Background: an optimization exercise with open tools, aiming at small area, a short achievable clock period and few clock cycles per item. Do not read the settings as production practice.
RTL that was checked went through simulation tests only; none was proved equivalent to the original.
Only the layout flow was run in runs 1 and 2; the RTL was not checked for function there.

===== run.sh =====
#!/bin/bash
# synth_recipe.tcl (not shown) runs the flow's synth.tcl, then flattens the netlist and writes it again
# the make line also repeats each setting of config.mk as NAME=value (left out here)
make -C /OpenROAD-flow-scripts/flow DESIGN_CONFIG=/design/flow/config.mk WORK_HOME=/design/flow/orfs CLKGATE_MAP_FILE= SYNTH_SCRIPT=/design/flow/synth_recipe.tcl finish

===== constraint.sdc =====
create_clock -name core_clock -period 16.0 [get_ports {clk}]
set_input_delay 3.2000 -clock core_clock [delete_from_list [all_inputs] [get_ports {clk}]]
set_output_delay 3.2000 -clock core_clock [all_outputs]
set_load 0.01 [all_outputs]

===== design.v =====
package urd_pkg;
  localparam int VALUE_W  = 64;
  localparam int RADIX_W  = 6;
  localparam int CHAR_W   = 7;
  localparam int COUNT_W  = 7;
  localparam int DW_W     = 3;    
  localparam int CHUNK_W  = 4;    
  localparam int CHUNKS   = (VALUE_W + CHUNK_W - 1) / CHUNK_W;
  localparam int IDX_W    = $clog2(CHUNKS);
  localparam int STAGES   = 4;    
  localparam int TH_W     = 5;    
  localparam int SKID     = 4;    
  localparam int SKID_W   = $clog2(SKID + 1);
  localparam int STACK_W  = 84;   
  localparam logic [RADIX_W-1:0] RADIX_RESET = 6'd10;
  localparam logic [RADIX_W-1:0] RADIX_MIN   = 6'd2;
  localparam logic [RADIX_W-1:0] RADIX_MAX   = 6'd36;
endpackage
import urd_pkg::*;
module urd_front (
  input  logic               clk,
  input  logic               rst_n,
  input  logic               in_push,
  output logic               in_full,
  input  logic [VALUE_W-1:0] in_value,
  input  logic               cfg_valid,
  output logic               cfg_ready,
  input  logic [RADIX_W-1:0] cfg_data,
  output logic               dg_push,
  output logic [RADIX_W-1:0] dg_digit,
  output logic               dg_last,     
  output logic [DW_W-1:0]    dg_dw,
  input  logic [SKID_W-1:0]  skid_cnt,    
  input  logic               emit_idle    
);
  localparam int L = STAGES - 1;
  logic [RADIX_W-1:0] radix_r;
  logic [RADIX_W-1:0] radix_eff;
  logic [DW_W-1:0]    dw_eff;
  logic               free_r;      
  logic [CHUNK_W-1:0] vch_r [CHUNKS];
  logic [3*TH_W-1:0]  thr_r;       
  logic [3*TH_W-1:0]  thm_r;
  logic [5:0]         md4_r;
  logic [3*TH_W-1:0]  thr_eff;
  logic [3*TH_W-1:0]  thm_eff;
  logic [5:0]         md4_eff;
  logic [DW_W-1:0]    dw_r;
  logic               act0_r;
  logic [IDX_W-1:0]   idx0_r;
  logic [CHUNKS-1:0]  oh0_r;       
  logic               first0_r;    
  logic               tv_r   [STAGES];
  logic [IDX_W-1:0]   ti_r   [STAGES];
  logic               tf_r   [STAGES];
  logic               tl_r   [STAGES];
  logic [CHUNK_W-1:0] pipe_r [STAGES];
  logic [RADIX_W-1:0] rem_r  [STAGES];
  logic               qnz_r  [STAGES];
  logic               srch_r;
  logic               found_r;
  logic [IDX_W-1:0]   tnext_r;
  logic               push_r;
  logic [RADIX_W-1:0] pushd_r;
  logic               fin_r;
  logic [IDX_W-1:0]   in_top;
  logic [CHUNKS-1:0]  in_oh;
  logic               tv   [STAGES];
  logic [IDX_W-1:0]   ti   [STAGES];
  logic               tf   [STAGES];
  logic               tl   [STAGES];
  logic [CHUNK_W-1:0] cin  [STAGES];
  logic [RADIX_W-1:0] rin  [STAGES];
  logic [CHUNK_W-1:0] quo  [STAGES];
  logic [RADIX_W-1:0] rout [STAGES];
  logic               qnzc [STAGES];
  logic               term;
  logic               pushv;
  logic [RADIX_W-1:0] pushd;
  logic               srch_cur;
  logic               setf;
  logic               found_nx;
  logic               start;
  logic               pushdue;     
  logic               frz;         
  assign cfg_ready = free_r && !push_r && (skid_cnt == '0) && emit_idle;
  assign in_full   = !free_r;
  always_ff @(posedge clk) begin
    if (!rst_n) begin
      radix_r <= RADIX_RESET;
    end else if (cfg_valid && cfg_ready) begin
      radix_r <= cfg_data;
    end
  end
  always_comb begin
    if (radix_r < RADIX_MIN) begin
      radix_eff = RADIX_MIN;
    end else if (radix_r > RADIX_MAX) begin
      radix_eff = RADIX_MAX;
    end else begin
      radix_eff = radix_r;
    end
    if (radix_eff > 6'd32)      dw_eff = 3'd6;
    else if (radix_eff > 6'd16) dw_eff = 3'd5;
    else if (radix_eff > 6'd8)  dw_eff = 3'd4;
    else if (radix_eff > 6'd4)  dw_eff = 3'd3;
    else if (radix_eff > 6'd2)  dw_eff = 3'd2;
    else                        dw_eff = 3'd1;
  end
  always_comb begin
    logic [7:0] kb;
    for (int k = 1; k <= 3; k++) begin
      kb = 8'(k) * {2'b00, radix_eff};
      thr_eff[(k-1)*TH_W +: TH_W] = TH_W'((kb + 8'd3) >> 2);
      thm_eff[(k-1)*TH_W +: TH_W] = TH_W'(((kb + 8'd3) >> 2) - 8'd1);
      md4_eff[(k-1)*2 +: 2]       = 2'(8'd0 - kb);
    end
  end
  always_comb begin
    logic above;
    in_top = '0;
    for (int c = 0; c < CHUNKS; c++) begin
      if (in_value[c*CHUNK_W +: CHUNK_W] != '0) begin
        in_top = IDX_W'(c);
      end
    end
    above = 1'b0;
    for (int c = CHUNKS - 1; c > 0; c--) begin
      in_oh[c] = !above && (in_value[c*CHUNK_W +: CHUNK_W] != '0);
      above    = above || in_oh[c];
    end
    in_oh[0] = !above;
  end
  always_comb begin
    tv[0]  = act0_r;
    ti[0]  = idx0_r;
    tf[0]  = first0_r;
    tl[0]  = oh0_r[0];
    cin[0] = '0;
    for (int c = 0; c < CHUNKS; c++) begin
      cin[0] = cin[0] | (vch_r[c] & {CHUNK_W{oh0_r[c]}});
    end
    for (int s = 1; s < STAGES; s++) begin
      tv[s]  = tv_r[s];
      ti[s]  = ti_r[s];
      tf[s]  = tf_r[s];
      tl[s]  = tl_r[s];
      cin[s] = pipe_r[s];
    end
    for (int s = 0; s < STAGES; s++) begin
      rin[s] = tf[s] ? '0 : rem_r[s];
    end
  end
  for (genvar s = 0; s < STAGES; s++) begin : g_stage
    urd_div u_div (
      .rem_in (rin[s]),
      .chunk  (cin[s]),
      .thr    (thr_r),
      .thr_m1 (thm_r),
      .mod4   (md4_r),
      .quo    (quo[s]),
      .rem_out(rout[s])
    );
  end
  always_comb begin
    term  = 1'b0;
    pushv = 1'b0;
    pushd = '0;
    for (int s = 0; s < STAGES; s++) begin
      qnzc[s] = (!tf[s] && qnz_r[s]) || (quo[s] != '0);
      if (tv[s] && tl[s]) begin
        pushv = 1'b1;
        pushd = pushd | rout[s];
        if (!qnzc[s]) term = 1'b1;
      end
    end
    pushv = pushv && !fin_r;
    term  = term && !fin_r;
  end
  assign srch_cur = tf[L] ? 1'b1 : srch_r;
  assign setf     = tv[L] && srch_cur && (quo[L] != '0);
  assign found_nx = setf || found_r;
  assign start    = found_r && (!act0_r || tl[0]);
  always_comb begin
    pushdue = act0_r && oh0_r[0];
    for (int s = 1; s < STAGES; s++) pushdue = pushdue || (tv_r[s] && tl_r[s]);
  end
  assign frz = pushdue && ({1'b0, skid_cnt} + (SKID_W+1)'(push_r) >= (SKID_W+1)'(SKID));
  always_ff @(posedge clk) begin
    if (!rst_n) begin
      free_r  <= 1'b1;
      act0_r  <= 1'b0;
      found_r <= 1'b0;
      push_r  <= 1'b0;
      fin_r   <= 1'b0;
      for (int s = 0; s < STAGES; s++) tv_r[s] <= 1'b0;
    end else begin
      push_r <= pushv && !frz;
      fin_r  <= term && !frz;
      for (int s = 1; s < STAGES; s++) begin
        if (fin_r) begin
          tv_r[s] <= 1'b0;
        end else if (!frz) begin
          tv_r[s] <= tv[s-1];
        end
      end
      if (free_r) begin
        act0_r  <= in_push;
        free_r  <= !in_push;
        found_r <= 1'b0;
      end else begin
        if (!frz) begin
          if (start) begin
            act0_r <= 1'b1;
          end else if (act0_r && tl[0]) begin
            act0_r <= 1'b0;
          end
          found_r <= (start || fin_r) ? 1'b0 : found_nx;
        end
        if (term && !frz) begin
          free_r <= 1'b1;
        end
      end
    end
  end
  always_ff @(posedge clk) begin
    pushd_r <= pushd;
    if (!frz) begin
      for (int s = 1; s < STAGES; s++) begin
        ti_r[s]   <= ti[s-1];
        tf_r[s]   <= tf[s-1];
        tl_r[s]   <= tl[s-1];
        pipe_r[s] <= quo[s-1];
      end
      for (int s = 0; s < STAGES; s++) begin
        if (tv[s]) begin
          rem_r[s] <= rout[s];
          qnz_r[s] <= qnzc[s];
        end
      end
      if (tv[L]) begin
        srch_r <= setf ? 1'b0 : srch_cur;
      end
      if (setf) begin
        tnext_r <= ti[L];
      end
    end
    if (free_r) begin
      for (int c = 0; c < CHUNKS; c++) begin
        vch_r[c] <= CHUNK_W'(in_value >> (c * CHUNK_W));
      end
      idx0_r   <= in_top;
      oh0_r    <= in_oh;
      first0_r <= 1'b1;
      thr_r    <= thr_eff;
      thm_r    <= thm_eff;
      md4_r    <= md4_eff;
      dw_r     <= dw_eff;
    end else if (!frz) begin
      if (tv[L]) begin
        vch_r[ti[L]] <= quo[L];
      end
      if (start) begin
        idx0_r   <= tnext_r;
        first0_r <= 1'b1;
        for (int c = 0; c < CHUNKS; c++) oh0_r[c] <= (tnext_r == IDX_W'(c));
      end else if (act0_r) begin
        idx0_r   <= idx0_r - IDX_W'(1);
        oh0_r    <= oh0_r >> 1;
        first0_r <= 1'b0;
      end
    end
  end
  assign dg_push  = push_r;
  assign dg_digit = pushd_r;
  assign dg_last  = fin_r;
  assign dg_dw    = dw_r;
endmodule
import urd_pkg::*;
module urd_div (
  input  logic [RADIX_W-1:0] rem_in,     
  input  logic [CHUNK_W-1:0] chunk,      
  input  logic [3*TH_W-1:0]  thr,        
  input  logic [3*TH_W-1:0]  thr_m1,     
  input  logic [5:0]         mod4,       
  output logic [CHUNK_W-1:0] quo,
  output logic [RADIX_W-1:0] rem_out
);
  always_comb begin
    logic [1:0]         y;
    logic [1:0]         m;
    logic [TH_W-1:0]    t  [3];
    logic [1:0]         c  [3];
    logic [3:0]         d  [3];
    logic [2:0]         ge;
    logic [RADIX_W-1:0] r;
    r   = rem_in;
    quo = '0;
    for (int s = CHUNK_W - 2; s >= 0; s -= 2) begin
      y = chunk[s +: 2];
      for (int k = 0; k < 3; k++) begin
        m    = mod4[2*k +: 2];
        t[k] = ((y[1] & m[1]) | ((y[1] ^ m[1]) & y[0] & m[0])) ? thr_m1[k*TH_W +: TH_W]
                                                               : thr[k*TH_W +: TH_W];
        c[k] = {y[1] ^ m[1] ^ (y[0] & m[0]), y[0] ^ m[0]};
        ge[k] = ({1'b0, r} >= {{(RADIX_W+1-TH_W){1'b0}}, t[k]});
        d[k]  = r[3:0] - t[k][3:0];
      end
      if (ge[2]) begin
        quo[s +: 2] = 2'd3;
        r = {d[2], c[2]};
      end else if (ge[1]) begin
        quo[s +: 2] = 2'd2;
        r = {d[1], c[1]};
      end else if (ge[0]) begin
        quo[s +: 2] = 2'd1;
        r = {d[0], c[0]};
      end else begin
        quo[s +: 2] = 2'd0;
        r = {r[3:0], y};
      end
    end
    rem_out = r;
  end
endmodule
import urd_pkg::*;
module urd_back (
  input  logic               clk,
  input  logic               rst_n,
  input  logic               dg_push,
  input  logic [RADIX_W-1:0] dg_digit,
  input  logic               dg_last,
  input  logic [DW_W-1:0]    dg_dw,
  output logic [SKID_W-1:0]  skid_cnt,
  output logic               emit_idle,
  output logic               out_empty,
  input  logic               out_pop,
  output logic [CHAR_W-1:0]  out_digit_char,
  output logic               out_last_digit,
  output logic [COUNT_W-1:0] out_digit_count
);
  logic [STACK_W-1:0] stk_r;
  logic [COUNT_W-1:0] cnt_r;       
  logic [COUNT_W-1:0] left_r;      
  logic [COUNT_W-1:0] total_r;
  logic [DW_W-1:0]    ew_r;        
  logic               show_r;
  logic [CHAR_W-1:0]  char_r;
  logic               last_r;
  logic [COUNT_W-1:0] count_r;
  localparam int SP_W = (SKID > 1) ? $clog2(SKID) : 1;
  logic [RADIX_W-1:0] sk_dig_r  [SKID];
  logic               sk_last_r [SKID];
  logic [SP_W-1:0]    sk_wr_r;
  logic [SP_W-1:0]    sk_rd_r;
  logic [SKID_W-1:0]  sk_cnt_r;
  logic               drain;
  logic [RADIX_W-1:0] sk_dig;
  logic               sk_last;
  logic               advance;
  logic               issue;
  logic [5:0]         digit;
  logic [CHAR_W-1:0]  dchar;
  logic [STACK_W-1:0] stk_pop;
  logic [STACK_W-1:0] stk_push;
  assign advance  = !show_r || out_pop;
  assign issue    = advance && (left_r != '0);
  assign skid_cnt  = sk_cnt_r;
  assign emit_idle = (left_r == '0) && !show_r;
  assign drain    = (sk_cnt_r != '0) && (left_r == '0);
  assign sk_dig   = sk_dig_r[sk_rd_r];
  assign sk_last  = sk_last_r[sk_rd_r];
  always_ff @(posedge clk) begin
    if (!rst_n) begin
      sk_wr_r  <= '0;
      sk_rd_r  <= '0;
      sk_cnt_r <= '0;
    end else begin
      if (dg_push) sk_wr_r <= (sk_wr_r == SP_W'(SKID - 1)) ? '0 : sk_wr_r + SP_W'(1);
      if (drain)   sk_rd_r <= (sk_rd_r == SP_W'(SKID - 1)) ? '0 : sk_rd_r + SP_W'(1);
      sk_cnt_r <= sk_cnt_r + SKID_W'(dg_push) - SKID_W'(drain);
    end
  end
  always_ff @(posedge clk) begin
    if (dg_push) begin
      sk_dig_r[sk_wr_r]  <= dg_digit;
      sk_last_r[sk_wr_r] <= dg_last;
    end
  end
  always_comb begin
    case (ew_r)
      3'd1:    begin digit = {5'd0, stk_r[0]};   stk_pop = {1'd0, stk_r[STACK_W-1:1]}; end
      3'd2:    begin digit = {4'd0, stk_r[1:0]}; stk_pop = {2'd0, stk_r[STACK_W-1:2]}; end
      3'd3:    begin digit = {3'd0, stk_r[2:0]}; stk_pop = {3'd0, stk_r[STACK_W-1:3]}; end
      3'd4:    begin digit = {2'd0, stk_r[3:0]}; stk_pop = {4'd0, stk_r[STACK_W-1:4]}; end
      3'd5:    begin digit = {1'd0, stk_r[4:0]}; stk_pop = {5'd0, stk_r[STACK_W-1:5]}; end
      default: begin digit = stk_r[5:0];         stk_pop = {6'd0, stk_r[STACK_W-1:6]}; end
    endcase
    case (dg_dw)
      3'd1:    stk_push = {stk_r[STACK_W-2:0], sk_dig[0]};
      3'd2:    stk_push = {stk_r[STACK_W-3:0], sk_dig[1:0]};
      3'd3:    stk_push = {stk_r[STACK_W-4:0], sk_dig[2:0]};
      3'd4:    stk_push = {stk_r[STACK_W-5:0], sk_dig[3:0]};
      3'd5:    stk_push = {stk_r[STACK_W-6:0], sk_dig[4:0]};
      default: stk_push = {stk_r[STACK_W-7:0], sk_dig[5:0]};
    endcase
    if (digit < 6'd10) begin
      dchar = 7'h30 + CHAR_W'(digit);
    end else begin
      dchar = 7'h37 + CHAR_W'(digit);
    end
  end
  always_ff @(posedge clk) begin
    if (!rst_n) begin
      cnt_r  <= '0;
      left_r <= '0;
      show_r <= 1'b0;
    end else begin
      if (drain && sk_last) begin
        cnt_r  <= '0;
        left_r <= cnt_r + COUNT_W'(1);
      end else begin
        if (drain) cnt_r <= cnt_r + COUNT_W'(1);
        if (issue) left_r <= left_r - COUNT_W'(1);
      end
      if (advance) begin
        show_r <= issue;
      end
    end
  end
  always_ff @(posedge clk) begin
    if (drain) begin
      stk_r <= stk_push;
    end else if (issue) begin
      stk_r <= stk_pop;
    end
    if (drain && sk_last) begin
      total_r <= cnt_r + COUNT_W'(1);
      ew_r    <= dg_dw;
    end
    if (issue) begin
      char_r  <= dchar;
      last_r  <= (left_r == COUNT_W'(1));
      count_r <= total_r;
    end
  end
  assign out_empty       = !show_r;
  assign out_digit_char  = char_r;
  assign out_last_digit  = last_r;
  assign out_digit_count = count_r;
endmodule
import urd_pkg::*;
module unsigned_to_radix_digits (
  input  logic               clk,
  input  logic               rst_n,
  input  logic               in_push,
  output logic               in_full,
  input  logic [VALUE_W-1:0] in_value,
  output logic               out_empty,
  input  logic               out_pop,
  output logic [CHAR_W-1:0]  out_digit_char,
  output logic               out_last_digit,
  output logic [COUNT_W-1:0] out_digit_count,
  input  logic               cfg_valid,
  output logic               cfg_ready,
  input  logic [RADIX_W-1:0] cfg_data
);
  logic               dg_push;
  logic [RADIX_W-1:0] dg_digit;
  logic               dg_last;
  logic [DW_W-1:0]    dg_dw;
  logic [SKID_W-1:0]  skid_cnt;
  logic               emit_idle;
  urd_front u_front (
    .clk      (clk),
    .rst_n    (rst_n),
    .in_push  (in_push),
    .in_full  (in_full),
    .in_value (in_value),
    .cfg_valid(cfg_valid),
    .cfg_ready(cfg_ready),
    .cfg_data (cfg_data),
    .dg_push  (dg_push),
    .dg_digit (dg_digit),
    .dg_last  (dg_last),
    .dg_dw    (dg_dw),
    .skid_cnt (skid_cnt),
    .emit_idle(emit_idle)
  );
  urd_back u_back (
    .clk            (clk),
    .rst_n          (rst_n),
    .dg_push        (dg_push),
    .dg_digit       (dg_digit),
    .dg_last        (dg_last),
    .dg_dw          (dg_dw),
    .skid_cnt       (skid_cnt),
    .emit_idle      (emit_idle),
    .out_empty      (out_empty),
    .out_pop        (out_pop),
    .out_digit_char (out_digit_char),
    .out_last_digit (out_last_digit),
    .out_digit_count(out_digit_count)
  );
endmodule

===== config.mk =====
export PLATFORM = sky130hd
export DESIGN_NAME = unsigned_to_radix_digits
export DESIGN_NICKNAME = unsigned_to_radix_digits
export VERILOG_FILES = /design/flow/design.v
export SDC_FILE = /design/flow/constraint.sdc
export NUM_CORES = 4
export LEC_CHECK = 0
export CAP_MARGIN = 20
export CORE_MARGIN = 2
export CORE_UTILIZATION = 40
export SLEW_MARGIN = 20

==> results list, run 1 <==
- Max-cap violations in this run came to 0.
* Total routing resource utilization after global routing: between 20% and 30%
* DR WL/cell: roughly 23 µm
- STA classifies the critical path endpoint as a flop.
- Averaged over all synthesized cells, the footprint is ~9 µm².
- Among all flip-flop cells after synthesis, the most frequent one is sky130_fd_sc_hd__edfxtp_1.
- Pin count of the biggest net entering global routing: around 130
* Total stage count of the critical path: 21
- Final design utilization: 44.4%
- Endpoint of the most critical setup path: u_front.pushd_r[0]$_DFF_P_
* Category of the worst setup path launch point: flop
- Placed Instances: 4413
- Most instantiated cells after synthesis: sky130_fd_sc_hd__a21oi_1 (366), sky130_fd_sc_hd__o21ai_0 (361), sky130_fd_sc_hd__edfxtp_1 (319)
- Depth of the CTS H-tree: 2
- Num Clock Sinks: 364
* Timing startpoint of the critical path: u_front.md4_r[5]$_DFFE_PP_
- Post-CTS Hold Buffers: 0
- After synthesis the netlist holds a flip-flop and latch count of 364.
* Diode count: 0
* Wire length of the first global-routing pass: between 150 and 200 mm
- Clock skew on the completed layout was measured at between 0.07 and 0.08 ns.
- Flip-flop and latch area: around 10000 µm²
* Share of synthesized area occupied by flip-flops and latches: around 34%
- In the global route stage, met1 resource usage came out at between 30% and 40%.
* Pre-CTS WS: between 8 and 9 ns
- Path type of the worst min-delay path: reg -> reg
- Status: complete, no violations
- In this run the standard cell core region covers about 77000 µm².
- For met3 alone, demand over resource in global routing was 3.44%.
- Most common cell type on the critical path: sky130_fd_sc_hd__ha_1
* Total area of multi-input combinational cells: ~19000 µm²
- After detailed routing, the number of remaining DRC violations is 0.
- Nets: roughly 3700
- Via Count: 28400
- For the worst-skew pair, the clock arrives at the later sink with an insertion delay of 0.62 ns.
* Gate count of the mapped netlist: about 3500
* Reg2reg path depth: 21
- The final critical path takes up around 47% of the cycle.
* Number of global-route vias before repair: 26800
- After clock tree synthesis, the repair step resized 0 gates.
* IO Port Bufs: 92
- The floorplan step defined a die boundary enclosing between 70000 and 80000 µm².
- The layout has between 7000 and 8000 filler cells.
- Worst hold path cell count: 0
- The number of hold violations in the final report came to 0.
- Traced cell by cell, the critical path runs through ha_1 -> a31oi_1 -> mux2_2 -> ha_1 -> fa_1 -> nand2b_1 -> a31oi_1 -> or2_0 -> a21oi_2 -> mux2i_1 -> ha_1 -> fa_1 -> a21bo_2 -> a21oi_1 -> o21a_1 -> o311ai_4 -> or2_4 -> a21oi_2 -> mux2_1 -> a22oi_1 -> nand2_1.
* Die height: 282 µm
- For this run, the slowest stage of the critical path takes about 0.82 ns.
- Reg-to-Reg Start: u_front.md4_r[5]$_DFFE_PP_
- Layout cell share with drive strength beyond 1: under 10%
* Clock Path Buffers: 3
- Area overhead of the layout relative to synthesis: 10.5%
- Terminus of the critical flop-to-flop path: u_front.pushd_r[0]$_DFF_P_
- Unrepaired setup endpoints after global routing: false
- HPWL after detailed placement: 69.3 mm
- After synthesis, the share of flip-flops with an asynchronous set or reset is 0%.
- Setup slack of the most critical reg-to-reg path: 8.55 ns
* CP delay by family, top: compound AO/OA/AOI/OAI gates
* Worst-path clk slew: about 0.070 ns
* Initial antenna violation count: 0
* Setup Buffers After CTS: 0
- The synthesized design spends more area on one cell type than any other, namely sky130_fd_sc_hd__edfxtp_1.
* Number of synthesized flops with an enable pin: around 320
- In the global route stage, met2 resource usage came out at about 40%.
* Worst setup slack after layout: approximately 8.5 ns
- Top cells by area, synth: sky130_fd_sc_hd__edfxtp_1 (31%), sky130_fd_sc_hd__ha_1 (7.4%), sky130_fd_sc_hd__a21oi_1 (5.9%)
- Total negative slack for setup checks: 0 ns
- The die is 282 µm wide.
* Drt initial violations: between 3000 and 4000
* Root Buffer Master: sky130_fd_sc_hd__clkbuf_16
- TritonCTS built the clock tree.
- Final critical delay including setup and external delays: 7.45 ns
* Count of unique library cells instantiated by Yosys: slightly below 100
- Final setup violating endpoints: 0
- Required arrival time at the worst endpoint: around 16 ns
- Max Clk Rate: about 130 MHz
- Overflow left after global routing: 0
- Routability congestion estimate from global placement: around 0.9
* Via density: 6.31
- Total standard cell area after synthesis: 31000 µm²
- met2 is the most crowded layer.
- During synthesis, Yosys emitted a total of 36 warnings.
- Fraction of post-synthesis cell area in the top cell type by area: 30.9%
- Counting the buffers created by CTS gives 47.
* Antenna Nets Post-Route: 0
- Final routed wirelength across all metal layers: roughly 110 mm
* Critical path arrival: between 7 and 8 ns
* Worst Max-Slew Pin Slew: 1.13 ns
- Headroom to the max-slew limit came out at about 24%.
- Crit path max fanout: 17
* Row count: 102
- Combined buffer and inverter count along the critical path: 0
- Yosys instantiated no cell more often than sky130_fd_sc_hd__a21oi_1.
- The pre-antenna-repair detailed-routing pass consisted of 7 iterations.
- The number of slew-limit violations in the final report is 0.
- Max stage delay cell, worst path: sky130_fd_sc_hd__a21oi_2
- Filler-free cell count of the finished design: approximately 4500
- The initial utilization of the core area, before any placement, comes to between 40% and 50%.
* Number of ports placed on the die boundary: just over 90
- WS Path Type: reg -> reg
[layer usage]
layer / vias to the layer above / wire (µm)
met5: - / 0
li1: 13000 / -
met4: 0 / 3090
met3: 211 / 8980
met1: 13600 / 45700
met2: 1582 / 47800
[worst min-delay path by stage]
stage                                       startpoint                            to  slack [ns]
after CTS                 u_front.ti_r[1][0]$_DFFE_PN_  u_front.ti_r[2][0]$_DFFE_PN_        0.41
after global routing       u_back.total_r[6]$_DFFE_PP_   u_back.count_r[6]$_DFFE_PP_        0.42
after detailed placement  u_front.ti_r[1][0]$_DFFE_PN_  u_front.ti_r[2][0]$_DFFE_PN_        0.40
final                     u_front.ti_r[1][0]$_DFFE_PN_  u_front.ti_r[2][0]$_DFFE_PN_        0.41
after floorplan            u_back.total_r[0]$_DFFE_PP_   u_back.count_r[0]$_DFFE_PP_        0.40
after global placement     u_back.total_r[4]$_DFFE_PP_   u_back.count_r[4]$_DFFE_PP_        0.40
[cells by family after synthesis]
| group | Yosys count | synth area share, % |
|---|---|---|
| AOI/OAI and AO/OA | 1353 | 28.0 |
| muxes | 223 | 8.53 |
| buffers and inverters | 480 | 5.94 |
| and+or+nand+nor | 798 | 11.8 |
| other | 1 | 0.0121 |
| DFF | 364 | 33.8 |
| xor gates and xnor gates | 101 | 2.86 |
| adders and majority gates | 208 | 9.03 |
[per-stage QoR]
stage / hold slack, ns / instance area (µm²)
CTS: 0.411 / 34200
finish: 0.410 / 34200
global route: 0.425 / 34200
detailed placement: 0.405 / 32500
global placement: 0.404 / 32500
floorplan: 0.400 / 31000
[layout by cell type (no fill, tap or decap), types with 34 or more instances in the layout]
master	synthesis	routed
sky130_fd_sc_hd__a221o_1	50	50
sky130_fd_sc_hd__xor2_1	43	43
sky130_fd_sc_hd__clkdlybuf4s50_1	0	92
sky130_fd_sc_hd__dfxtp_1	45	44
sky130_fd_sc_hd__a22oi_1	131	131
sky130_fd_sc_hd__mux2i_1	141	141
sky130_fd_sc_hd__o22ai_1	71	71
sky130_fd_sc_hd__nand3_1	36	36
sky130_fd_sc_hd__a21oi_1	366	364
sky130_fd_sc_hd__o221ai_1	37	37
sky130_fd_sc_hd__clkbuf_16	0	47
sky130_fd_sc_hd__nor2b_1	41	41
sky130_fd_sc_hd__inv_1	173	171
sky130_fd_sc_hd__nand2_1	309	308
sky130_fd_sc_hd__mux2_2	53	53
sky130_fd_sc_hd__edfxtp_1	319	319
sky130_fd_sc_hd__o21ai_0	361	359
sky130_fd_sc_hd__buf_4	3	53
sky130_fd_sc_hd__nor2_1	232	230
sky130_fd_sc_hd__a21o_1	35	34
sky130_fd_sc_hd__ha_1	182	182
sky130_fd_sc_hd__xnor2_1	58	58
sky130_fd_sc_hd__o211ai_1	50	50
[registers in the layout, summed over array words and instances, names as in the netlist, 6 cells and up, named ones only]
signal,cells
u_front.thr_r,14
u_front.pushd_r,6
u_back.left_r,7
u_back.cnt_r,7
u_back.stk_r,84
u_back.total_r,7
u_front.oh0_r,16
u_front.rem_r,24
u_front.radix_r,6
u_front.pipe_r,12
u_front.thm_r,15
u_back.count_r,7
u_back.sk_dig_r,24
u_front.vch_r,64
u_back.char_r,7
u_front.ti_r,12
[area by class of cell]
class / instances / share of cell area [%]
Multi-Input combinational cell: 2684 / 54.7
Sequential cell: 364 / 30.6
Timing Repair Buffer: 146 / 3.91
Tap cell: 1040 / 3.80
Clock buffer: 58 / 3.70
Inverter: 179 / 1.96
Clock inverter: 30 / 1.33
==> run 2, diff against run 1 <==
--- a/design.v
+++ b/design.v
@@ -62,7 +62,19 @@
   logic [IDX_W-1:0]   tnext_r;
   logic               push_r;
   logic [RADIX_W-1:0] pushd_r;
-  logic               fin_r;
+  logic               fin_r;       
+  logic               last_r;      
+  logic [IDX_W-1:0]   tmax_eff;
+  logic [IDX_W-1:0]   tmax_r;      
+  logic               fpass_r;     
+  logic               pend_r;      
+  logic [IDX_W:0]     dcnt_r;      
+  logic               tfin_r [STAGES];
+  logic               tal_r  [STAGES];   
+  logic               tfin   [STAGES];
+  logic               tal    [STAGES];
+  logic               termd;
+  logic               fin0;
   logic [IDX_W-1:0]   in_top;
   logic [CHUNKS-1:0]  in_oh;
   logic               tv   [STAGES];
@@ -117,6 +129,14 @@
     end
   end
   always_comb begin
+    logic [DW_W-1:0] fl;
+    int              lim;
+    fl = ((radix_eff & (radix_eff - 6'd1)) == '0) ? dw_eff : dw_eff - DW_W'(1);
+    lim = (STAGES * int'(fl)) / CHUNK_W - 1;
+    if (lim > CHUNKS - 1) lim = CHUNKS - 1;
+    tmax_eff = IDX_W'(lim);
+  end
+  always_comb begin
     logic above;
     in_top = '0;
     for (int c = 0; c < CHUNKS; c++) begin
@@ -136,6 +156,8 @@
     ti[0]  = idx0_r;
     tf[0]  = first0_r;
     tl[0]  = oh0_r[0];
+    tfin[0] = fpass_r;
+    tal[0]  = 1'b1;
     cin[0] = '0;
     for (int c = 0; c < CHUNKS; c++) begin
       cin[0] = cin[0] | (vch_r[c] & {CHUNK_W{oh0_r[c]}});
@@ -145,6 +167,8 @@
       ti[s]  = ti_r[s];
       tf[s]  = tf_r[s];
       tl[s]  = tl_r[s];
+      tfin[s] = tfin_r[s];
+      tal[s]  = tal_r[s];
       cin[s] = pipe_r[s];
     end
     for (int s = 0; s < STAGES; s++) begin
@@ -164,21 +188,26 @@
   end
   always_comb begin
     term  = 1'b0;
+    termd = 1'b0;
     pushv = 1'b0;
     pushd = '0;
     for (int s = 0; s < STAGES; s++) begin
       qnzc[s] = (!tf[s] && qnz_r[s]) || (quo[s] != '0);
-      if (tv[s] && tl[s]) begin
+      if (tv[s] && tl[s] && tal[s]) begin
         pushv = 1'b1;
         pushd = pushd | rout[s];
-        if (!qnzc[s]) term = 1'b1;
+        if (!qnzc[s]) begin
+          termd = 1'b1;
+          if (!tfin[s]) term = 1'b1;
+        end
       end
     end
     pushv = pushv && !fin_r;
     term  = term && !fin_r;
   end
   assign srch_cur = tf[L] ? 1'b1 : srch_r;
-  assign setf     = tv[L] && srch_cur && (quo[L] != '0);
+  assign setf     = tv[L] && !tfin[L] && srch_cur && (quo[L] != '0);
+  assign fin0     = act0_r && tl[0] && fpass_r;
   assign found_nx = setf || found_r;
   assign start    = found_r && (!act0_r || tl[0]);
   always_comb begin
@@ -193,10 +222,23 @@
       found_r <= 1'b0;
       push_r  <= 1'b0;
       fin_r   <= 1'b0;
+      last_r  <= 1'b0;
+      pend_r  <= 1'b0;
+      dcnt_r  <= '0;
       for (int s = 0; s < STAGES; s++) tv_r[s] <= 1'b0;
     end else begin
       push_r <= pushv && !frz;
       fin_r  <= term && !frz;
+      last_r <= termd && !fin_r && !frz;
+      if (fin_r) begin
+        dcnt_r <= '0;
+      end else if (!frz) begin
+        if (fin0) begin
+          dcnt_r <= (IDX_W+1)'(STAGES - 1);
+        end else if (dcnt_r != '0) begin
+          dcnt_r <= dcnt_r - (IDX_W+1)'(1);
+        end
+      end
       for (int s = 1; s < STAGES; s++) begin
         if (fin_r) begin
           tv_r[s] <= 1'b0;
@@ -205,21 +247,30 @@
         end
       end
       if (free_r) begin
-        act0_r  <= in_push;
+        act0_r  <= in_push && (dcnt_r <= {1'b0, in_top} + (IDX_W+1)'(1));
+        pend_r  <= in_push && (dcnt_r >  {1'b0, in_top} + (IDX_W+1)'(1));
         free_r  <= !in_push;
         found_r <= 1'b0;
       end else begin
         if (!frz) begin
-          if (start) begin
+          if (pend_r) begin
+            if (dcnt_r <= {1'b0, idx0_r} + (IDX_W+1)'(1)) begin
+              act0_r <= 1'b1;
+              pend_r <= 1'b0;
+            end
+          end else if (start) begin
             act0_r <= 1'b1;
           end else if (act0_r && tl[0]) begin
             act0_r <= 1'b0;
           end
           found_r <= (start || fin_r) ? 1'b0 : found_nx;
         end
-        if (term && !frz) begin
+        if ((term || fin0) && !frz) begin
           free_r <= 1'b1;
         end
+        if (fin0 && !frz) begin
+          act0_r <= 1'b0;
+        end
       end
     end
   end
@@ -230,6 +281,8 @@
         ti_r[s]   <= ti[s-1];
         tf_r[s]   <= tf[s-1];
         tl_r[s]   <= tl[s-1];
+        tfin_r[s] <= tfin[s-1];
+        tal_r[s]  <= tal[s-1] && qnzc[s-1];
         pipe_r[s] <= quo[s-1];
       end
       for (int s = 0; s < STAGES; s++) begin
@@ -250,6 +303,8 @@
         vch_r[c] <= CHUNK_W'(in_value >> (c * CHUNK_W));
       end
       idx0_r   <= in_top;
+      tmax_r   <= tmax_eff;
+      fpass_r  <= (in_top <= tmax_eff);
       oh0_r    <= in_oh;
       first0_r <= 1'b1;
       thr_r    <= thr_eff;
@@ -257,11 +312,12 @@
       md4_r    <= md4_eff;
       dw_r     <= dw_eff;
     end else if (!frz) begin
-      if (tv[L]) begin
+      if (tv[L] && !tfin[L]) begin
         vch_r[ti[L]] <= quo[L];
       end
       if (start) begin
         idx0_r   <= tnext_r;
+        fpass_r  <= (tnext_r <= tmax_r);
         first0_r <= 1'b1;
         for (int c = 0; c < CHUNKS; c++) oh0_r[c] <= (tnext_r == IDX_W'(c));
       end else if (act0_r) begin
@@ -273,7 +329,7 @@
   end
   assign dg_push  = push_r;
   assign dg_digit = pushd_r;
-  assign dg_last  = fin_r;
+  assign dg_last  = last_r;
   assign dg_dw    = dw_r;
 endmodule
 import urd_pkg::*;
@@ -343,7 +399,6 @@
   logic [COUNT_W-1:0] cnt_r;       
   logic [COUNT_W-1:0] left_r;      
   logic [COUNT_W-1:0] total_r;
-  logic [DW_W-1:0]    ew_r;        
   logic               show_r;
   logic [CHAR_W-1:0]  char_r;
   logic               last_r;
@@ -361,8 +416,7 @@
   logic               issue;
   logic [5:0]         digit;
   logic [CHAR_W-1:0]  dchar;
-  logic [STACK_W-1:0] stk_pop;
-  logic [STACK_W-1:0] stk_push;
+  logic [STACK_W-1:0] stk_nxt;
   assign advance  = !show_r || out_pop;
   assign issue    = advance && (left_r != '0);
   assign skid_cnt  = sk_cnt_r;
@@ -388,22 +442,30 @@
     end
   end
   always_comb begin
-    case (ew_r)
-      3'd1:    begin digit = {5'd0, stk_r[0]};   stk_pop = {1'd0, stk_r[STACK_W-1:1]}; end
-      3'd2:    begin digit = {4'd0, stk_r[1:0]}; stk_pop = {2'd0, stk_r[STACK_W-1:2]}; end
-      3'd3:    begin digit = {3'd0, stk_r[2:0]}; stk_pop = {3'd0, stk_r[STACK_W-1:3]}; end
-      3'd4:    begin digit = {2'd0, stk_r[3:0]}; stk_pop = {4'd0, stk_r[STACK_W-1:4]}; end
-      3'd5:    begin digit = {1'd0, stk_r[4:0]}; stk_pop = {5'd0, stk_r[STACK_W-1:5]}; end
-      default: begin digit = stk_r[5:0];         stk_pop = {6'd0, stk_r[STACK_W-1:6]}; end
-    endcase
-    case (dg_dw)
-      3'd1:    stk_push = {stk_r[STACK_W-2:0], sk_dig[0]};
-      3'd2:    stk_push = {stk_r[STACK_W-3:0], sk_dig[1:0]};
-      3'd3:    stk_push = {stk_r[STACK_W-4:0], sk_dig[2:0]};
-      3'd4:    stk_push = {stk_r[STACK_W-5:0], sk_dig[3:0]};
-      3'd5:    stk_push = {stk_r[STACK_W-6:0], sk_dig[4:0]};
-      default: stk_push = {stk_r[STACK_W-7:0], sk_dig[5:0]};
-    endcase
+    logic [5:0] wsel;
+    logic [5:0] selp;
+    logic [5:0] selq;
+    for (int k = 0; k < 6; k++) begin
+      wsel[k] = (dg_dw == DW_W'(k + 1));
+      selp[k] = drain && wsel[k];
+      selq[k] = !drain && wsel[k];
+    end
+    for (int i = 0; i < STACK_W; i++) begin
+      stk_nxt[i] = 1'b0;
+      for (int k = 1; k <= 6; k++) begin
+        if (i >= k) begin
+          stk_nxt[i] = stk_nxt[i] | (selp[k-1] & stk_r[i-k]);
+        end else begin
+          stk_nxt[i] = stk_nxt[i] | (selp[k-1] & sk_dig[i]);
+        end
+        if (i + k < STACK_W) begin
+          stk_nxt[i] = stk_nxt[i] | (selq[k-1] & stk_r[i+k]);
+        end
+      end
+    end
+    for (int i = 0; i < 6; i++) begin
+      digit[i] = stk_r[i] & (dg_dw > DW_W'(i));
+    end
     if (digit < 6'd10) begin
       dchar = 7'h30 + CHAR_W'(digit);
     end else begin
@@ -429,14 +491,11 @@
     end
   end
   always_ff @(posedge clk) begin
-    if (drain) begin
-      stk_r <= stk_push;
-    end else if (issue) begin
-      stk_r <= stk_pop;
+    if (drain || issue) begin
+      stk_r <= stk_nxt;
     end
     if (drain && sk_last) begin
       total_r <= cnt_r + COUNT_W'(1);
-      ew_r    <= dg_dw;
     end
     if (issue) begin
       char_r  <= dchar;
--- a/config.mk
+++ b/config.mk
@@ -5,6 +5,7 @@
 export SDC_FILE = /design/flow/constraint.sdc
 export NUM_CORES = 4
 export LEC_CHECK = 0
+export ABC_AREA = 1
 export CAP_MARGIN = 20
 export CORE_MARGIN = 2
 export CORE_UTILIZATION = 40
==> results list, run 2 <==
* Status: complete, no violations (unchanged)
* Die Wd: 277 µm (was 282 µm)
- Reg-to-Reg Start: u_front.oh0_r[3]$_DFFE_PP_ (was u_front.md4_r[5]$_DFFE_PP_)
- Worst hold path cell count: 0 (unchanged)
- The post-synthesis to final-layout area growth came to 10.7% (was 10.5%).
- The number of filler cells placed in the layout came to 7425 (was 7598).
* WS Path Type: reg -> reg (unchanged)
- The post-CTS setup buffer count came to 0 (unchanged).
- The number of buffers inserted by port buffering came to 92 (unchanged).
* Slew Limit Fails: 0 (unchanged)
* Max FFs per register: 84 (unchanged)
* Min-Delay Startpoint: u_front.ti_r[2][1]$_DFFE_PN_ (was u_front.ti_r[1][0]$_DFFE_PN_)
- Starting density of the core: 40.2% (about the same)
- Unrepaired setup endpoints after global routing: false (unchanged)
- Combinational family with the most area after synthesis: compound AO/OA/AOI/OAI gates (unchanged)
- The routability-driven placement congestion ratio was 0.932 (was 0.920).
* Clock Path Buffers: 3 (unchanged)
- Count of unique library cells instantiated by Yosys: 80 (was 97)
- The tightest slew margin relative to the limit came to 22.0% (was 24.3%).
- Depth of the CTS H-tree: 2 (unchanged)
* Layout cell share with drive strength beyond 1: 5.79% (was 7.92%)
- Max stage delay cell, worst path: sky130_fd_sc_hd__edfxtp_1 (was sky130_fd_sc_hd__a21oi_2)
- The fraction of synthesized cell area in xor and xnor cells is 2.94% (was 2.86%).
* Path type of the worst min-delay path: reg -> reg (unchanged)
- Root Buffer Master: sky130_fd_sc_hd__clkbuf_16 (unchanged)
- The top-level port count was 93 (unchanged).
- Top cells by area, synth: sky130_fd_sc_hd__edfxtp_1 (33%), sky130_fd_sc_hd__nand2_1 (9.4%), sky130_fd_sc_hd__ha_1 (8.9%) (was sky130_fd_sc_hd__edfxtp_1 (31%), sky130_fd_sc_hd__ha_1 (7.4%), sky130_fd_sc_hd__a21oi_1 (5.9%)).
* CP delay by family, top: simple AND/OR/NAND/NOR gates (was compound AO/OA/AOI/OAI gates)
* Number of remaining DRC errors: 0 (unchanged)
- Critical path arrival: 6.91 ns (was 7.94 ns)
* Commonest non-fill, non-tap cell in the layout: sky130_fd_sc_hd__nand2_1 (was sky130_fd_sc_hd__a21oi_1)
- The worst clock skew on the final layout came to 0.0534 ns (was 0.0732 ns).
- The transition time at the pin with the least slew margin was 1.16 ns (was 1.13 ns).
- The number of sinks driven by the clock tree was 379 (was 364).
- The sort of element at the end of the critical path was a flop (unchanged).
- Largest registers: u_back.stk_r x84, u_front.vch_r x64 (unchanged)
- The count of maximum capacitance violations came to 0 (unchanged).
* Clock network latency to the later pin of the worst-skew pair: 0.63 ns (was 0.62 ns)
- Via Count: 28300 (was 28400)
* Fraction of post-synthesis cell area in the top cell type by area: 33.0% (was 30.9%)
* Wire length of the first global-routing pass: 155 mm (was 162 mm)
* FFs w/ async S/R, synth: 0% (unchanged)
- The library cell with the highest instance count after synthesis was sky130_fd_sc_hd__nand2_1 (was sky130_fd_sc_hd__a21oi_1).
- Number of synthesized flops with an enable pin: 327 (was 319)
- HPWL after detailed placement: 69.8 mm (was 69.3 mm)
* Post-CTS Hold Buffers: 0 (unchanged)
- The worst stage delay on the critical path was 0.48 ns (was 0.82 ns).
* Share of the cycle needed by the critical path after routing: 39.7% (was 46.6%)
- Row count: 100 (was 102)
- DR WL/cell: 21.1 µm (was 23.4 µm)
- The required time at the endpoint of the critical path is 16.56 ns (was 16.49 ns).
- Drt initial violations: 4100 (was 3499)
- The end point of the most critical hold path is u_front.ti_r[3][1]$_DFFE_PN_ (was u_front.ti_r[2][0]$_DFFE_PN_).
- Category of the worst setup path launch point: flop (unchanged)
* Terminus of the critical flop-to-flop path: u_front.free_r$_SDFF_PN1_ (was u_front.pushd_r[0]$_DFF_P_)
* Total standard cell area after synthesis: 29800 µm² (was 31000 µm²)
- The total of flip-flops plus latches after synthesis came to 379 (was 364).
- Final critical delay including setup and external delays: 6.35 ns (was 7.45 ns)
* Placeable core area: 74100 µm² (was 77100 µm²)
* Via density: 5.93 (was 6.31)
- The total of endpoints with negative setup slack in the final report is 0 (unchanged).
- Number of CTS-inserted buffers: 46 (was 47)
- Reg2reg path depth: 36 (was 21)
- The total global routing overflow was 0 (unchanged).
* Nets: 4079 (was 3705)
* Worst setup slack after layout: 9.65 ns (was 8.55 ns)
- The tightest hold margin is 0.405 ns (was 0.410 ns).
* Combined buffer and inverter count along the critical path: 5 (was 0)
* Setup slack of the most critical reg-to-reg path: 9.65 ns (was 8.55 ns)
- Fin. Hold Viols: 0 (unchanged)
* Pre-CTS WS: 9.17 ns (was 8.76 ns)
- Biggest area consumer among synthesized cells: sky130_fd_sc_hd__edfxtp_1 (unchanged)
- The global router's overall resource usage is 25.4% (was 25.9%).
* Most common flop cell mapped by yosys: sky130_fd_sc_hd__edfxtp_1 (unchanged)
* Post-cts resize count: 0 (unchanged)
- The number of antenna violations at the first check in global routing is 1 (was 0).
- Final routed wirelength across all metal layers: 101 mm (was 106 mm)
- Post-synthesis simple-gate area fraction: 18.7% (was 11.8%)
- The area enclosed by the die boundary came to 76700 µm² (was 79700 µm²).
- The register with the most flip-flops is u_back.stk_r (unchanged).
- Max Clk Rate: 158 MHz (was 134 MHz)
- Share of synthesized area occupied by flip-flops and latches: 36.5% (was 33.8%)
* Total negative slack for setup checks: 0 ns (unchanged)
* Syn avg cell area: 7.93 µm² (was 8.78 µm²)
- Mux contribution to synthesized area: 0.0336% (was 8.53%)
* CTS tree: yes (unchanged)
- The maximum number of pins on one net before global-route repair was 85 (was 133).
- Number of global-route vias before repair: 26000 (was 26800)
* Adder-cell share of the synthesized area: 10.7% (was 9.03%)
* Antenna Nets Post-Route: 0 (unchanged)
* Worst-path clk slew: 0.07 ns (about the same)
- The die span in y came to 277 µm (was 282 µm).
* Synthesized-area fraction occupied by ao, oa, aoi and oai cells: 23.0% (was 28.0%)
- The post-synthesis instance total is 3757 (was 3528).
- The maximum fanout count along the critical path was 10 (was 17).
- Most common cell type on the critical path: sky130_fd_sc_hd__nand2_1 (was sky130_fd_sc_hd__ha_1)
* Leading cell types in the layout, fill and taps excluded: sky130_fd_sc_hd__nand2_1 (742), sky130_fd_sc_hd__inv_1 (390), sky130_fd_sc_hd__o21ai_0 (355) (was sky130_fd_sc_hd__a21oi_1 (364), sky130_fd_sc_hd__o21ai_0 (359), sky130_fd_sc_hd__edfxtp_1 (319))
- Count of synthesis-stage warnings from yosys: 44 (was 36)
- Total iterations of the first detailed-routing run: 8 (was 7)
- Most instantiated cells after synthesis: sky130_fd_sc_hd__nand2_1 (744), sky130_fd_sc_hd__inv_1 (391), sky130_fd_sc_hd__o21ai_0 (355) (was sky130_fd_sc_hd__a21oi_1 (366), sky130_fd_sc_hd__o21ai_0 (361), sky130_fd_sc_hd__edfxtp_1 (319)).
-- run 2: cells by family (layout without fill, tap and decap cells) --
family	after synthesis	count (layout)
other	1	2
muxes	1	1
AOI/OAI and AO/OA	1168	1168
buffers and inverters	612	656
DFF	379	379
and+or+nand+nor	1258	1258
adders and majority gates	238	238
xor gates and xnor gates	100	100
-- run 2: cell type report --
cell class                      instances  area [µm²]  area share (%)
Clock inverter                         24         334            1.01
Timing Repair Buffer                  113        1080            3.28
Inverter                              460        1750            5.29
Sequential cell                       379       10900            32.9
Antenna cell                            1        2.50         0.00759
Multi-Input combinational cell       2766       16500            50.0
Clock buffer                           59        1250            3.79
Tap cell                              969        1210            3.68
-- run 2: worst reg2reg max path, delay by kind of cell, from the launching register on --
| kind | cells | cell delay, ns |
|---|---|---|
| flops | 1 | 0.48 |
| buf+inv | 5 | 0.47 |
| fa+ha+maj | 4 | 1.19 |
| simple gates | 19 | 2.48 |
| compound gates | 8 | 1.69 |
-- run 2: per-layer routing --
metal | track usage, % | share of wire (%) | vias to the layer above
met1 | 36.3 | 43 | 13000
met2 | 39.5 | 44 | 1656
li1 | - | - | 13400
met3 | 4.41 | 9.6 | 232
met5 | 0 | 0.013 | -
met4 | 7.22 | 2.9 | 2
-- run 2: worst max path at each step --
stage,from,endpoint,slack (ns),cells past startpoint
after CTS,u_back.left_r[0]$_SDFFE_PN0P_,cfg_ready,9.61,7
after global placement,in_value[21],u_front.pend_r$_SDFFE_PN0P_,9.16,19
final,u_front.oh0_r[3]$_DFFE_PP_,u_front.free_r$_SDFF_PN1_,9.65,36
after floorplan,out_pop,u_back.stk_r[0]$_DFFE_PP_,10.16,3
after detailed placement,in_value[21],u_front.pend_r$_SDFFE_PN0P_,9.17,19
after global routing,u_front.oh0_r[3]$_DFFE_PP_,u_front.free_r$_SDFF_PN1_,9.09,36
-- run 2: through the flow --
step / util [%] / instance area, µm² / std cells
finish: 44.5 / 33000 / 4771
global route: 44.5 / 33000 / 4770
CTS: 44.5 / 33000 / 4770
detailed placement: 42.4 / 31400 / 4687
global placement: 42.4 / 31400 / 4687
floorplan: - / 29800 / 3757
==> run 3, diff against run 2 <==
--- a/design.v
+++ b/design.v
@@ -66,6 +66,8 @@
   logic               last_r;      
   logic [IDX_W-1:0]   tmax_eff;
   logic [IDX_W-1:0]   tmax_r;      
+  logic               tmv_eff;     
+  logic               tmv_r;
   logic               fpass_r;     
   logic               pend_r;      
   logic [IDX_W:0]     dcnt_r;      
@@ -134,7 +136,8 @@
     fl = ((radix_eff & (radix_eff - 6'd1)) == '0) ? dw_eff : dw_eff - DW_W'(1);
     lim = (STAGES * int'(fl)) / CHUNK_W - 1;
     if (lim > CHUNKS - 1) lim = CHUNKS - 1;
-    tmax_eff = IDX_W'(lim);
+    tmv_eff  = (lim >= 0);
+    tmax_eff = (lim >= 0) ? IDX_W'(lim) : '0;
   end
   always_comb begin
     logic above;
@@ -247,8 +250,8 @@
         end
       end
       if (free_r) begin
-        act0_r  <= in_push && (dcnt_r <= {1'b0, in_top} + (IDX_W+1)'(1));
-        pend_r  <= in_push && (dcnt_r >  {1'b0, in_top} + (IDX_W+1)'(1));
+        act0_r  <= in_push && (dcnt_r + (IDX_W+1)'(frz) <= {1'b0, in_top} + (IDX_W+1)'(1));
+        pend_r  <= in_push && (dcnt_r + (IDX_W+1)'(frz) >  {1'b0, in_top} + (IDX_W+1)'(1));
         free_r  <= !in_push;
         found_r <= 1'b0;
       end else begin
@@ -304,7 +307,8 @@
       end
       idx0_r   <= in_top;
       tmax_r   <= tmax_eff;
-      fpass_r  <= (in_top <= tmax_eff);
+      tmv_r    <= tmv_eff;
+      fpass_r  <= tmv_eff && (in_top <= tmax_eff);
       oh0_r    <= in_oh;
       first0_r <= 1'b1;
       thr_r    <= thr_eff;
@@ -317,7 +321,7 @@
       end
       if (start) begin
         idx0_r   <= tnext_r;
-        fpass_r  <= (tnext_r <= tmax_r);
+        fpass_r  <= tmv_r && (tnext_r <= tmax_r);
         first0_r <= 1'b1;
         for (int c = 0; c < CHUNKS; c++) oh0_r[c] <= (tnext_r == IDX_W'(c));
       end else if (act0_r) begin
--- a/config.mk
+++ b/config.mk
@@ -8,5 +8,5 @@
 export ABC_AREA = 1
 export CAP_MARGIN = 20
 export CORE_MARGIN = 2
-export CORE_UTILIZATION = 40
+export CORE_UTILIZATION = 55
 export SLEW_MARGIN = 20
==> results list, run 3 <==
- The maximum buffer depth of the clock tree came to 3 (unchanged).
- The x dimension of the die came to 236 µm (was 277 µm).
- Largest registers: u_back.stk_r x84, u_front.vch_r x64 (unchanged).
- The worst stage delay on the critical path was 0.87 ns (was 0.48 ns).
* Number of ports placed on the die boundary: 93 (unchanged)
* Max stage delay cell, worst path: sky130_fd_sc_hd__nor4_1 (was sky130_fd_sc_hd__edfxtp_1)
* Total routing resource utilization after global routing: 35.4% (was 25.4%)
* DR WL/cell: 22.9 µm (was 21.1 µm)
* Synthesized-area fraction occupied by xor and xnor cells: 2.89% (was 2.94%)
* HPWL after detailed placement: 70.6 mm (was 69.8 mm)
- Wire length of the first global-routing pass: 157 mm (was 155 mm)
* Adder-cell share of the synthesized area: 10.7% (about the same)
* WS Path Type: in -> reg (was reg -> reg)
* Mux contribution to synthesized area: 0.0337% (was 0.0336%)
- Leading cell type by number of instances after synthesis: sky130_fd_sc_hd__nand2_1 (unchanged)
* Diode count: 0 (was 1)
- The final total negative setup slack is 0 ns (unchanged).
- The total iterations of the first detailed-routing run was 19 (was 8).
* Number of remaining DRC errors: 0 (unchanged)
- The required time at the endpoint of the critical path was 16.52 ns (was 16.56 ns).
- Worst Setup End Kind: flop (unchanged)
- The startpoint type of the worst setup path is an input pin (was flop).
* Pin count of the biggest net entering global routing: 85 (unchanged)
- Fin. Hold Viols: 0 (unchanged)
- Drt initial violations: 4089 (was 4100)
* Count of synthesis-stage warnings from yosys: 44 (unchanged)
- CTS tree: yes (unchanged)
- The setup slack of the critical path after layout came to 9.20 ns (was 9.65 ns).
* Nets: 4029 (was 4079)
- The starting utilization of the core area was 55.4% (was 40.2%).
- Max FFs per register: 84 (unchanged)
* Total area of multi-input combinational cells: 16300 µm² (was 16500 µm²)
* Post-CTS Hold Buffers: 0 (unchanged)
* Status: complete, no violations (unchanged)
* Number of global-route vias before repair: 28200 (was 26000)
- Area overhead of the layout relative to synthesis: 10.2% (was 10.7%)
- The total of endpoints with negative setup slack in the final report is 0 (unchanged).
- The worst clock skew on the final layout came to 0.0356 ns (was 0.0534 ns).
- The number of sinks driven by the clock tree was 380 (was 379).
- The share of the cycle needed by the critical path after routing was 42.5% (was 39.7%).
- The count of maximum capacitance violations was 0 (unchanged).
* Unrepaired setup endpoints after global routing: false (unchanged)
* Count of unique library cells instantiated by Yosys: 68 (was 80)
- The most common cell after layout, fill and taps aside is sky130_fd_sc_hd__nand2_1 (unchanged).
* Setup Buffers After CTS: 0 (unchanged)
* Most common cell type on the critical path: sky130_fd_sc_hd__nand2_1 (unchanged)
* Pre-CTS WS: 8.80 ns (was 9.17 ns)
* Path type of the worst min-delay path: reg -> reg (unchanged)
- The cell type with the highest aggregate area in the netlist is sky130_fd_sc_hd__edfxtp_1 (unchanged).
- The number of CTS-inserted buffers was 43 (was 46).
* Via Count: 29300 (was 28300)
- The total of flip-flops plus latches after synthesis is 380 (was 379).
- Combinational family with the most area after synthesis: compound AO/OA/AOI/OAI gates (unchanged)
- Post-synthesis simple-gate area fraction: 18.0% (was 18.7%)
* Most instantiated cells after synthesis: sky130_fd_sc_hd__nand2_1 (696), sky130_fd_sc_hd__inv_1 (415), sky130_fd_sc_hd__edfxtp_1 (328), sky130_fd_sc_hd__o21ai_0 (328), sky130_fd_sc_hd__o22ai_1 (243) (was sky130_fd_sc_hd__nand2_1 (744), sky130_fd_sc_hd__inv_1 (391), sky130_fd_sc_hd__o21ai_0 (355))
* Initial antenna violation count: 0 (was 1)
* Layout cell share with drive strength beyond 1: 6.16% (was 5.79%)
* Tightest slew margin relative to the limit: 24.4% (was 22.0%)
* Worst-path clk slew: 0.06 ns (was 0.07 ns)
- Worst Max-Slew Pin Slew: 1.12 ns (was 1.16 ns)
- Most common flop cell mapped by yosys: sky130_fd_sc_hd__edfxtp_1 (unchanged)
- The routability-driven placement congestion ratio came to 0.976 (was 0.932).
* FFs w/ async S/R, synth: 0% (unchanged)
- Die Area: 55800 µm² (was 76700 µm²)
- Clock network latency to the later pin of the worst-skew pair: 0.61 ns (was 0.63 ns)
- Total standard cell area after synthesis: 29700 µm² (was 29800 µm²)
* Leading cell types in the layout, fill and taps excluded: sky130_fd_sc_hd__nand2_1 (694), sky130_fd_sc_hd__inv_1 (415), sky130_fd_sc_hd__edfxtp_1 (328) (was sky130_fd_sc_hd__nand2_1 (742), sky130_fd_sc_hd__inv_1 (390), sky130_fd_sc_hd__o21ai_0 (355))
* Root Buffer Master: sky130_fd_sc_hd__clkbuf_16 (unchanged)
- Antenna Nets Post-Route: 0 (unchanged)
* Number of synthesized flops with an enable pin: 328 (was 327)
- Row count: 85 (was 100)
- The register area share after synthesis was 36.7% (was 36.5%).
* Top cells by area, synth: sky130_fd_sc_hd__edfxtp_1 (33%), sky130_fd_sc_hd__ha_1 (8.9%), sky130_fd_sc_hd__nand2_1 (8.8%) (was sky130_fd_sc_hd__edfxtp_1 (33%), sky130_fd_sc_hd__nand2_1 (9.4%), sky130_fd_sc_hd__ha_1 (8.9%))
- Flip-flop and latch area: 10900 µm² (about the same)
- The post-synthesis compound-gate area fraction came to 23.1% (was 23.0%).
- The core region area came to 53600 µm² (was 74100 µm²).
- Crit path max fanout: 4 (was 10)
- Final critical delay including setup and external delays: 6.80 ns (was 6.35 ns)
- The total global routing overflow was 0 (unchanged).
- Register bank with the most flops: u_back.stk_r (unchanged)
- The arrival time reported for the critical path endpoint is 7.32 ns (was 6.91 ns).
- The area fraction of the dominant cell type after synthesis was 33.2% (was 33.0%).
- IO Port Bufs: 92 (unchanged)
* Final routed wirelength across all metal layers: 102 mm (was 101 mm)
* Crit-path cells: clkdlybuf4s50_1 -> nor4_1 -> o21ai_0 -> a21oi_1 -> o21ai_0 -> nand2_1 -> nand3_1 -> o211ai_1 -> nand2_1 -> nand2_1 -> inv_1 -> ha_1 -> xor2_1 -> ha_1 -> nand2_1 -> inv_1 -> o21ai_0 -> o211ai_1 -> nand2_1 -> nand3_1 -> nand2_1 -> o21ai_0 -> a21oi_1
- The count of H-tree levels built during CTS was 2 (unchanged).
- Fill cells: 4776 (was 7425)
* Die height: 236 µm (was 277 µm)
* Post-cts resize count: 0 (unchanged)
- Via density: 6.58 (was 5.93)
- The average size of a mapped cell was 8.02 µm² (was 7.93 µm²).
* Slew Limit Fails: 0 (unchanged)
- Max Clk Rate: 147 MHz (was 158 MHz)
- The post-synthesis instance total is 3699 (was 3757).
-- run 3: changes by cell type in the layout (fill, tap and decap cells not counted), sizes merged, moves of 30 or more --
| cell | delta |
|---|---|
| a21oi | -78 |
| a221oi | +110 |
| buf | +30 |
| nand2 | -55 |
| nand3 | +34 |
| nor2 | +32 |
| nor3 | -35 |
| o21ai | -107 |
| o221ai | -37 |
| o22ai | +31 |
-- run 3: area by class of cell --
class / instances / area share [%]
clock inverter: 23 / 0.983
multi-input combinational: 2681 / 49.8
sequential: 380 / 33.3
timing repair buffer: 143 / 3.99
clock buffer: 57 / 3.86
tap: 696 / 2.66
inverter: 467 / 5.38
-- run 3: layer usage --
metal / global-route usage, % / wire length, µm / vias up
li1: - / - / 13300
met4: 14.9 / 4810 / 0
met5: 0 / 0 / -
met3: 7.72 / 11900 / 488
met1: 47.1 / 40000 / 13500
met2: 56.0 / 45400 / 2020
-- run 3: through the flow --
step	std cells	utilization, %	hold WS, ns	instance area, µm²
after floorplan	3700	-	0.400	29700
after global placement	4367	58.0	0.402	31100
after detailed placement	4367	58.0	0.405	31100
after CTS	4447	61.0	0.426	32700
after global routing	4447	61.0	0.429	32700
final	4447	61.0	0.422	32700
-- run 3: path summary, 6_finish.rpt --
check        cells after the start                         start                       endpoint  slack, ns
min reg2reg                      0  u_front.ti_r[1][1]$_DFFE_PN_   u_front.ti_r[2][1]$_DFFE_PN_       0.42
min                              0  u_front.ti_r[1][1]$_DFFE_PN_   u_front.ti_r[2][1]$_DFFE_PN_       0.42
max                             23                  in_value[14]    u_front.act0_r$_SDFFE_PN0P_       9.20
max reg2reg                     25    u_front.md4_r[1]$_DFFE_PP_  u_front.vch_r[5][1]$_DFFE_PP_       9.42
-- run 3: worst max-delay path, delay by kind of cell --
| kind | cells | cell delay [ns] |
|---|---|---|
| buffers and inverters | 3 | 0.51 |
| xor gates and xnor gates | 1 | 0.16 |
| adders and majority gates | 2 | 0.53 |
| and+or+nand+nor | 9 | 1.63 |
| AOI/OAI and AO/OA | 8 | 1.28 |
-- run 3: kinds of logic after synthesis --
group                      after synthesis
adders and majority gates              238
other                                    2
DFF                                    380
AOI/OAI and AO/OA                     1100
xor gates and xnor gates                98
buffers and inverters                  639
and+or+nand+nor                       1241
muxes                                    1
Testbench counts of run 3, summed over its fixed seeds: cycles 33,987, items 928.
==> run 4, diff against run 3 <==
--- a/config.mk
+++ b/config.mk
@@ -8,5 +8,5 @@
 export ABC_AREA = 1
 export CAP_MARGIN = 20
 export CORE_MARGIN = 2
-export CORE_UTILIZATION = 55
+export CORE_UTILIZATION = 40
 export SLEW_MARGIN = 20
==> results list, run 4 <==
* Crit path max fanout: 17 (was 4)
- The average size of a mapped cell came to 8.02 µm² (unchanged).
- The number of CTS-inserted buffers was 45 (was 43).
- The total instance count after detailed placement is 4622 (was 4367).
- The worst stage delay on the critical path is 0.78 ns (was 0.87 ns).
* HPWL after detailed placement: 67.6 mm (was 70.6 mm)
- The number of antenna violations at the first check in global routing is 0 (unchanged).
* Count of max-cap constraint violations: 0 (unchanged)
- Register bank with the most flops: u_back.stk_r (unchanged)
* Share of synthesized area occupied by flip-flops and latches: 36.7% (unchanged)
- Area post-placement: 31400 µm² (was 31100 µm²)
- Highest routed metal layer: met4 (unchanged)
- The detailed-route wire length on metal 1 is 41.6 mm (was 40.0 mm).
- Count of synthesis-stage warnings from yosys: 44 (unchanged)
* WS Path Type: reg -> reg (was in -> reg)
- The wire length reported by the detailed router was 99.2 mm (was 102 mm).
- Slew Limit Fails: 0 (unchanged)
- The global router's overall resource usage was 25.0% (was 35.4%).
* Path type of the worst min-delay path: reg -> reg (unchanged)
* Worst Max-Slew Pin Slew: 1.21 ns (was 1.12 ns)
- Final setup violating endpoints: 0 (unchanged)
- Via density: 6.05 (was 6.58)
- The number of hold violations in the final report is 0 (unchanged).
- Unrepaired setup endpoints after global routing: false (unchanged).
* Combined buffer and inverter count along the critical path: 5 (was 3)
- Leading cell types in the layout, fill and taps excluded: sky130_fd_sc_hd__nand2_1 (694), sky130_fd_sc_hd__inv_1 (415), sky130_fd_sc_hd__edfxtp_1 (328) (unchanged)
- Drt initial violations: 4101 (was 4089)
* Top cells by area, synth: sky130_fd_sc_hd__edfxtp_1 (33%), sky130_fd_sc_hd__ha_1 (8.9%), sky130_fd_sc_hd__nand2_1 (8.8%) (unchanged)
- IO Port Bufs: 92 (unchanged)
- The synthesized area is 29700 µm² (unchanged).
- The final net count was 4023 (was 4029).
- Wire length of the first global-routing pass: 154 mm (was 157 mm)
* Count of unique library cells instantiated by Yosys: 68 (unchanged)
- Status: complete, no violations (unchanged)
- Starting density of the core: 40.5% (was 55.4%)
* Die Wd: 276 µm (was 236 µm)
* Pin count of the biggest net entering global routing: 79 (was 85)
- Total iterations of the first detailed-routing run: 10 (was 19)
* Number of remaining DRC errors: 0 (unchanged)
* Worst-path clk slew: 0.06 ns (about the same)
- Layout cell share with drive strength beyond 1: 6.14% (was 6.16%)
- The routability-driven placement congestion ratio was 0.936 (was 0.976).
- Max FFs per register: 84 (unchanged)
* Antenna Nets Post-Route: 0 (unchanged)
-- run 4: final cells by class --
type / count / area, µm²
Multi-Input combinational cell: 2681 / 16300
Sequential cell: 380 / 10900
Inverter: 467 / 1760
Timing Repair Buffer: 135 / 1240
Clock inverter: 32 / 333
Tap cell: 959 / 1200
Clock buffer: 51 / 1210
Fill cell: 7250 / 40300
-- run 4: worst register-to-register path, stage by stage, from the launching register on --
cell	delay, ns
sky130_fd_sc_hd__edfxtp_1	0.78
sky130_fd_sc_hd__ha_1	0.37
sky130_fd_sc_hd__a31o_2	0.27
sky130_fd_sc_hd__o21ai_0	0.37
sky130_fd_sc_hd__inv_1	0.09
sky130_fd_sc_hd__ha_1	0.32
sky130_fd_sc_hd__nand2_1	0.06
sky130_fd_sc_hd__nor2_1	0.10
sky130_fd_sc_hd__nand2_1	0.06
sky130_fd_sc_hd__nand4_1	0.19
sky130_fd_sc_hd__inv_1	0.15
sky130_fd_sc_hd__o21ai_1	0.27
sky130_fd_sc_hd__inv_1	0.40
sky130_fd_sc_hd__o21ai_0	0.66
sky130_fd_sc_hd__ha_1	0.28
sky130_fd_sc_hd__fa_1	0.21
sky130_fd_sc_hd__a21oi_1	0.07
sky130_fd_sc_hd__o21ai_0	0.17
sky130_fd_sc_hd__nand2_1	0.07
sky130_fd_sc_hd__nand2_1	0.06
sky130_fd_sc_hd__inv_1	0.03
sky130_fd_sc_hd__nor2_1	0.22
sky130_fd_sc_hd__nand3_1	0.23
sky130_fd_sc_hd__inv_1	0.64
sky130_fd_sc_hd__o21ai_0	0.22
-- run 4: cell families (layout without fill, tap and decap cells) --
family	count (synthesis)	after routing	synth area share, %
compound gates	1100	1100	23.1
xor+xnor	98	98	2.89
fa+ha+maj	238	238	10.7
buf+inv	639	685	8.54
flops	380	380	36.7
mux	1	1	0.0337
other cells	2	3	0.0253
simple gates	1241	1241	18.0
-- run 4: path summary, 6_finish.rpt --
| kind | startpoint | endpoint | slack, ns | depth (start not counted) |
|---|---|---|---|---|
| setup reg to reg | u_front.md4_r[1]$_DFFE_PP_ | u_front.vch_r[7][1]$_DFFE_PP_ | 9.44 | 24 |
| setup / recovery | u_front.md4_r[1]$_DFFE_PP_ | u_front.vch_r[7][1]$_DFFE_PP_ | 9.44 | 24 |
| hold / removal | u_front.ti_r[2][2]$_DFFE_PN_ | u_front.ti_r[3][2]$_DFFE_PN_ | 0.42 | 0 |
| hold reg to reg | u_front.ti_r[2][2]$_DFFE_PN_ | u_front.ti_r[3][2]$_DFFE_PN_ | 0.42 | 0 |
-- run 4: per-stage QoR --
step	utilization (%)	setup WS, ns
5_1_grt	45.0	8.84
6_report	45.0	9.44
4_1_cts	45.0	9.51
3_3_place_gp	42.9	8.98
3_5_place_dp	42.9	8.96
2_1_floorplan	-	10.12
-- run 4: layer usage --
metal	vias up	GRT usage, %
li1	13300	-
met1	13100	34.2
met2	1714	39.6
met3	327	4.93
met4	0	8.21
met5	-	0

[what the ideal ports hide]
No port has a modelled driver above. Below, the same layouts with a new extraction and two added sets of constraints.
Step 1, drivers: a clkbuf_16 drives clk and a buf_2 each remaining input, both assumed.
Step 2 moves the port delays by t, midway between the first and last clock arrival at a register: inputs arrive t later, outputs are due t later. That takes back most of the time a late clock gives input paths.
Slacks: no drivers / after step 1 / after step 2; pairs: no drivers / after step 1.
| run | t (ns) | slack for setup (ns) | worst setup path after step 2 |
|---|---|---|---|
| run 1 | 0.639 | 8.548 / 8.548 / 8.548 | register to register |
| run 2 | 0.668 | 9.653 / 9.635 / 9.188 | input to register |
| run 3 | 0.653 | 9.203 / 9.241 / 8.588 | input to register |
| run 4 | 0.654 | 9.437 / 9.437 / 8.954 | input to register |
After both steps every run listed still meets setup and hold. The setup slack of run 3, which loses most, moves by +0.038 ns with the drivers and by -0.615 ns with both steps.
